This design comes from an exercise in tuning for small area, a short achievable clock period and few clock cycles on the open sky130 flow, not from production work.
In this exercise RTL edits were held to simulation tests only and were not proved equivalent to the original.
No activity file was given, so power comes from the tool's default toggle rates.

// dcache
module dcache (
    input  logic               CLK,
    input  logic               n_rst,
    input  logic               halt,
    input  logic               dmemREN,
    input  logic               dmemWEN,
    input  dcache_pkg::word_t  dmemaddr,
    input  dcache_pkg::word_t  dmemstore,
    input  logic               dwait,
    input  dcache_pkg::word_t  dload,
    output logic               dhit,
    output dcache_pkg::word_t  dmemload,
    output logic               flushed,
    output logic               dREN,
    output logic               dWEN,
    output dcache_pkg::word_t  daddr,
    output dcache_pkg::word_t  dstore
);
    localparam int TW = 26;
    logic [15:0]          valid, dirty;
    logic [15:0][TW-1:0]  tags;
    logic [15:0][31:0]    dw0, dw1;
    logic [7:0]           lru;
    logic p_idle, p_hit, p_retry, p_wait, p_fscan, p_done;
    logic b_wb0, b_wb1, b_f0, b_f1;
    logic                 dren_r, dwen_r;
    logic [31:0]          dmemload_r, dstore_r, wb1_r;
    logic [29:0]          daddr_r;
    logic                 h0_r, h1_r, acc_r;
    logic [2:0]           lk_idx;
    logic                 lk_blk, lk_wr, lk_vic;
    logic                 way_r, upd_r;
    logic [TW-1:0]        pm_tag;
    logic [2:0]           pm_idx;
    logic                 pm_way, pm_blk, pm_wr;
    logic                 pm_flush;
    assign dhit     = p_hit;
    assign dmemload = dmemload_r;
    assign flushed  = p_done;
    assign dREN     = dren_r;
    assign dWEN     = dwen_r;
    assign daddr    = {daddr_r, 2'b00};
    assign dstore   = dstore_r;
    logic [TW-1:0] in_tag;
    logic [2:0]    in_idx;
    logic          in_blk;
    logic          req;
    assign in_tag = dmemaddr[31:6];
  ...
For scale: about 4,000 cells after synthesis, about 200 I/O pins.
Settings: LEC_CHECK=0, CAP_MARGIN=20, CELL_PAD_IN_SITES_DETAIL_PLACEMENT=0, CELL_PAD_IN_SITES_GLOBAL_PLACEMENT=1, CORE_MARGIN=2, CORE_UTILIZATION=55, PLACE_DENSITY=0.68, SLEW_MARGIN=20, TNS_END_PERCENT=5; clock period 10.0 ns.
standard.sh (not shown) runs the stock make flow with config.mk's settings and CLKGATE_MAP_FILE= SYNTH_SCRIPT=/design/flow/synth_recipe.tcl, a recipe that flattens the netlist after the stock synthesis.
==> flow/flow/run.sh <==
#!/bin/bash
# The standard layout (standard.sh: the standard flow's own ORFS run, synthesis included,
# unchanged), with extra ORFS variables, one per line, from flow/make_args.txt:
# a setup slack margin that makes timing repair aim below the design's
# period, sizing free of cell footprints, the port buffer cell, and clock
# tree options. The make output goes to standard_flow.log; ORFS keeps each
# step's own log under orfs/logs.
set -euo pipefail
mapfile -t ARGS < <(grep -v '^\s*$' flow/make_args.txt)
bash standard.sh "${ARGS[@]}" finish > standard_flow.log 2>&1
==> flow/flow/make_args.txt <==
SETUP_SLACK_MARGIN=6.6
MATCH_CELL_FOOTPRINT=0
BUFFER_PORTS_ARGS=-buffer_cell sky130_fd_sc_hd__buf_4
CTS_ARGS=-sink_clustering_enable -repair_clock_nets -dont_use_dummy_load -sink_clustering_size 25 -sink_clustering_max_diameter 60
Testbench counts at the start, summed over its fixed seeds: cycles 16,860.
Next try:
- CORE_UTILIZATION: 55 -> 62
- PLACE_DENSITY: 0.68 -> 0.74
Outcome: Power came out lower by 3.4%; utilization went up by 6.6 points; clock-buffer cell count goes down by 16; worst setup slack gets worse by 0.14 ns; combinational power fell by about 7%; design area fell by 2.4%.
Next try:
- CORE_UTILIZATION: 62 -> 50
- PLACE_DENSITY: 0.74 -> 0.64
- TNS_END_PERCENT: 5 -> 0
After rerunning: Routed wire length climbs by about 3%. Die area climbs by 24%. Final area climbs by about 1%. Worst setup slack gains 0.11 ns. Critical path depth drops by 3. Clock-buffer cell count climbs by 22. Power climbs by about 4%. First-iteration DRC count drops by 24%. Hold slack loses 0.0077 ns. Fmax climbs by about 3%.
Next try:
==> flow/flow/make_args.txt (replaced) <==
SETUP_SLACK_MARGIN=6.6
MATCH_CELL_FOOTPRINT=0
BUFFER_PORTS_ARGS=-buffer_cell sky130_fd_sc_hd__buf_4
CTS_ARGS=-sink_clustering_enable -repair_clock_nets -dont_use_dummy_load -sink_clustering_size 12 -sink_clustering_max_diameter 40 -root_buf sky130_fd_sc_hd__clkbuf_16 -buf_list sky130_fd_sc_hd__clkbuf_8
- CORE_UTILIZATION: 50 -> 55
- PLACE_DENSITY: 0.64 -> 0.68
=> Cell count decreases slightly. Power goes down by a few percent. Synthesized cell count is unchanged. Flip-flop and latch count stays the same. Wire length goes down slightly. Hold slack gets worse by 0.0075 ns. Register-to-register slack gains 0.03 ns. Worst setup slack degrades by 0.044 ns.

dcache, a different RTL version from the one above (not shown whole).
Size: roughly 4,000 cells after synthesis, roughly 1,700 flip-flops, roughly 200 I/O pins, about 72,000 µm² of cells after synthesis.
==> flow/config.mk <==
export PLATFORM = sky130hd
export DESIGN_NAME = dcache
export DESIGN_NICKNAME = dcache
export VERILOG_FILES = /design/flow/design.v
export SDC_FILE = /design/flow/constraint.sdc
export NUM_CORES = 4
export LEC_CHECK = 0
export CAP_MARGIN = 20
export CELL_PAD_IN_SITES_DETAIL_PLACEMENT = 0
export CELL_PAD_IN_SITES_GLOBAL_PLACEMENT = 1
export CORE_MARGIN = 2
export CORE_UTILIZATION = 55
export PLACE_DENSITY = 0.62
export SLEW_MARGIN = 20
export TNS_END_PERCENT = 0
==> flow/constraint.sdc <==
create_clock -name core_clock -period 10.0 [get_ports {CLK}]
set_input_delay 2.0000 -clock core_clock [delete_from_list [all_inputs] [get_ports {CLK}]]
set_output_delay 2.0000 -clock core_clock [all_outputs]
set_load 0.01 [all_outputs]
==> flow/flow/make_args.txt <==
SETUP_SLACK_MARGIN=6.6
MATCH_CELL_FOOTPRINT=0
BUFFER_PORTS_ARGS=-buffer_cell sky130_fd_sc_hd__buf_4
CTS_ARGS=-sink_clustering_enable -repair_clock_nets -dont_use_dummy_load -sink_clustering_size 18 -sink_clustering_max_diameter 50 -root_buf sky130_fd_sc_hd__clkbuf_16 -buf_list sky130_fd_sc_hd__clkbuf_8
Scripts as last shown in full above: flow/flow/run.sh
Testbench counts at the start, summed over its fixed seeds: cycles 16,720.
==> next run, changes <==
==> flow/flow/make_args.txt (replaced) <==
SETUP_SLACK_MARGIN=6.6
MATCH_CELL_FOOTPRINT=0
BUFFER_PORTS_ARGS=-buffer_cell sky130_fd_sc_hd__buf_4
CTS_ARGS=-sink_clustering_enable -repair_clock_nets -dont_use_dummy_load -sink_clustering_size 12 -sink_clustering_max_diameter 40 -root_buf sky130_fd_sc_hd__clkbuf_16 -buf_list sky130_fd_sc_hd__clkbuf_8
- PLACE_DENSITY: 0.62 -> 0.68
The new run completed without violations.
Die area stays the same.
Design area increases slightly.
Power came out higher by a few percent.
Worst setup slack is worse by 0.050 ns.
Sequential cell count stays the same.
Non-clock buffer count decreases by 18.
==> next run, changes <==
==> flow/flow/make_args.txt (replaced) <==
SETUP_SLACK_MARGIN=6.6
MATCH_CELL_FOOTPRINT=0
BUFFER_PORTS_ARGS=-buffer_cell sky130_fd_sc_hd__buf_4
CTS_ARGS=-sink_clustering_enable -repair_clock_nets -dont_use_dummy_load -sink_clustering_size 18 -sink_clustering_max_diameter 50 -root_buf sky130_fd_sc_hd__clkbuf_16 -buf_list sky130_fd_sc_hd__clkbuf_8
- CELL_PAD_IN_SITES_GLOBAL_PLACEMENT: 1 -> 2
Via count went up by 0.54%.
Worst setup slack gets worse by 0.052 ns.
Hold slack gains 0.0098 ns.
Fmax falls by 1.3%.
Sequential share of layout area grows by 0.33 points.
Synthesized area is unchanged.
Critical path depth fell by 1.
==> next run, changes <==
- CAP_MARGIN: 20 -> 5
- CELL_PAD_IN_SITES_GLOBAL_PLACEMENT: 2 -> 1
- SLEW_MARGIN: 20 -> 5
Routed wire length is lower by 1.3%.
Worst hold slack barely changes.
Clock-buffer cell count rises by 2.
Global-route usage came out higher by 0.73 points.
Setup slack gains 0.080 ns.
Design area hardly moves.
Via count goes down by 0.54%.
First-iteration DRC count shrinks by 0.37%.
Die area does not change.
Combinational power rose by about 1%.
Clock power is about the same.
==> next run, changes <==
- CAP_MARGIN: 5 -> 20
- SLEW_MARGIN: 5 -> 20
Synthesized area does not change.
Register-to-register slack improved by 0.02 ns.
Sequential power stays flat.
Synthesized cell count does not change.
Power is about the same.
Hold slack barely changes.
Final cell count hardly moves.
Maximum frequency rises slightly.
Non-clock buffer count falls by 8.
Setup slack improved by 0.022 ns.
==> next run, changes <==
==> flow/flow/make_args.txt (replaced) <==
SETUP_SLACK_MARGIN=6.6
MATCH_CELL_FOOTPRINT=0
BUFFER_PORTS_ARGS=-buffer_cell sky130_fd_sc_hd__buf_4
CTS_ARGS=-sink_clustering_enable -repair_clock_nets -dont_use_dummy_load -sink_clustering_size 12 -sink_clustering_max_diameter 40 -root_buf sky130_fd_sc_hd__clkbuf_16 -buf_list sky130_fd_sc_hd__clkbuf_8
- CELL_PAD_IN_SITES_GLOBAL_PLACEMENT: 1 -> 0
- GPL_ROUTABILITY_DRIVEN: default -> 0
The new run completed with no timing, DRC or antenna violations.
Utilization hardly moves.
Routed wire length is lower by about 2.6%.
Synthesized area stays the same.
Clock power increases by 15%.
Critical path depth rose by 2.
Sequential power hardly moves.
Non-clock buffer count is lower by 9.
Fmax fell by 2.6%.

separate check: timing with driven ports:
Ports are ideal in the flow. The routed layouts listed here were re-timed in OpenROAD. Step 1: set_driving_cell puts a clkbuf_16 on CLK and a buf_2 on each other input, an assumption about the parent block. Step 2 adds t to the input delays and takes it off the output delays; t is the mean of the earliest and latest rising clock arrival at the registers after step 1. Input paths then give back, and output paths get back, about the clock's delay inside the block. Slacks: no drivers / after step 1 / after step 2; pairs: no drivers / after step 1.
| run | t, ns | slack for setup (ns) | worst setup path after step 2 | latest minus earliest clock arrival (ns) | worst register clock-pin slew, ns |
|---|---|---|---|---|---|
| the first run of note 1 | 0.840 | 6.177 / 6.066 / 5.226 | input to register | 0.061 / 0.061 | 0.09 / 0.09 |
| the second run of note 1 | 0.777 | 6.038 / 5.966 / 5.189 | input to register | 0.094 / 0.094 | 0.10 / 0.10 |
| the third run of note 1 | 0.845 | 6.151 / 6.093 / 5.248 | input to register | 0.080 / 0.080 | 0.09 / 0.09 |
| the fourth run of note 1 | 0.836 | 6.107 / 5.974 / 5.139 | input to register | 0.121 / 0.121 | 0.08 / 0.08 |
| the first run of note 2 | 0.801 | 6.193 / 6.076 / 5.275 | input to register | 0.111 / 0.110 | 0.11 / 0.11 |
| the second run of note 2 | 0.844 | 6.143 / 6.046 / 5.202 | input to register | 0.095 / 0.096 | 0.08 / 0.08 |
| the third run of note 2 | 0.819 | 6.091 / 5.991 / 5.172 | input to register | 0.087 / 0.086 | 0.11 / 0.11 |
| the fourth run of note 2 | 0.799 | 6.171 / 6.038 / 5.239 | input to register | 0.129 / 0.130 | 0.11 / 0.11 |
| the fifth run of note 2 | 0.801 | 6.193 / 6.076 / 5.275 | input to register | 0.111 / 0.110 | 0.11 / 0.11 |
| the sixth run of note 2 | 0.841 | 6.091 / 6.003 / 5.162 | input to register | 0.118 / 0.118 | 0.08 / 0.08 |
After both steps every run listed still meets setup and hold. For the fourth run of note 1, which loses most, drivers alone change the setup slack by -0.133 ns; drivers and shift together by -0.968 ns.
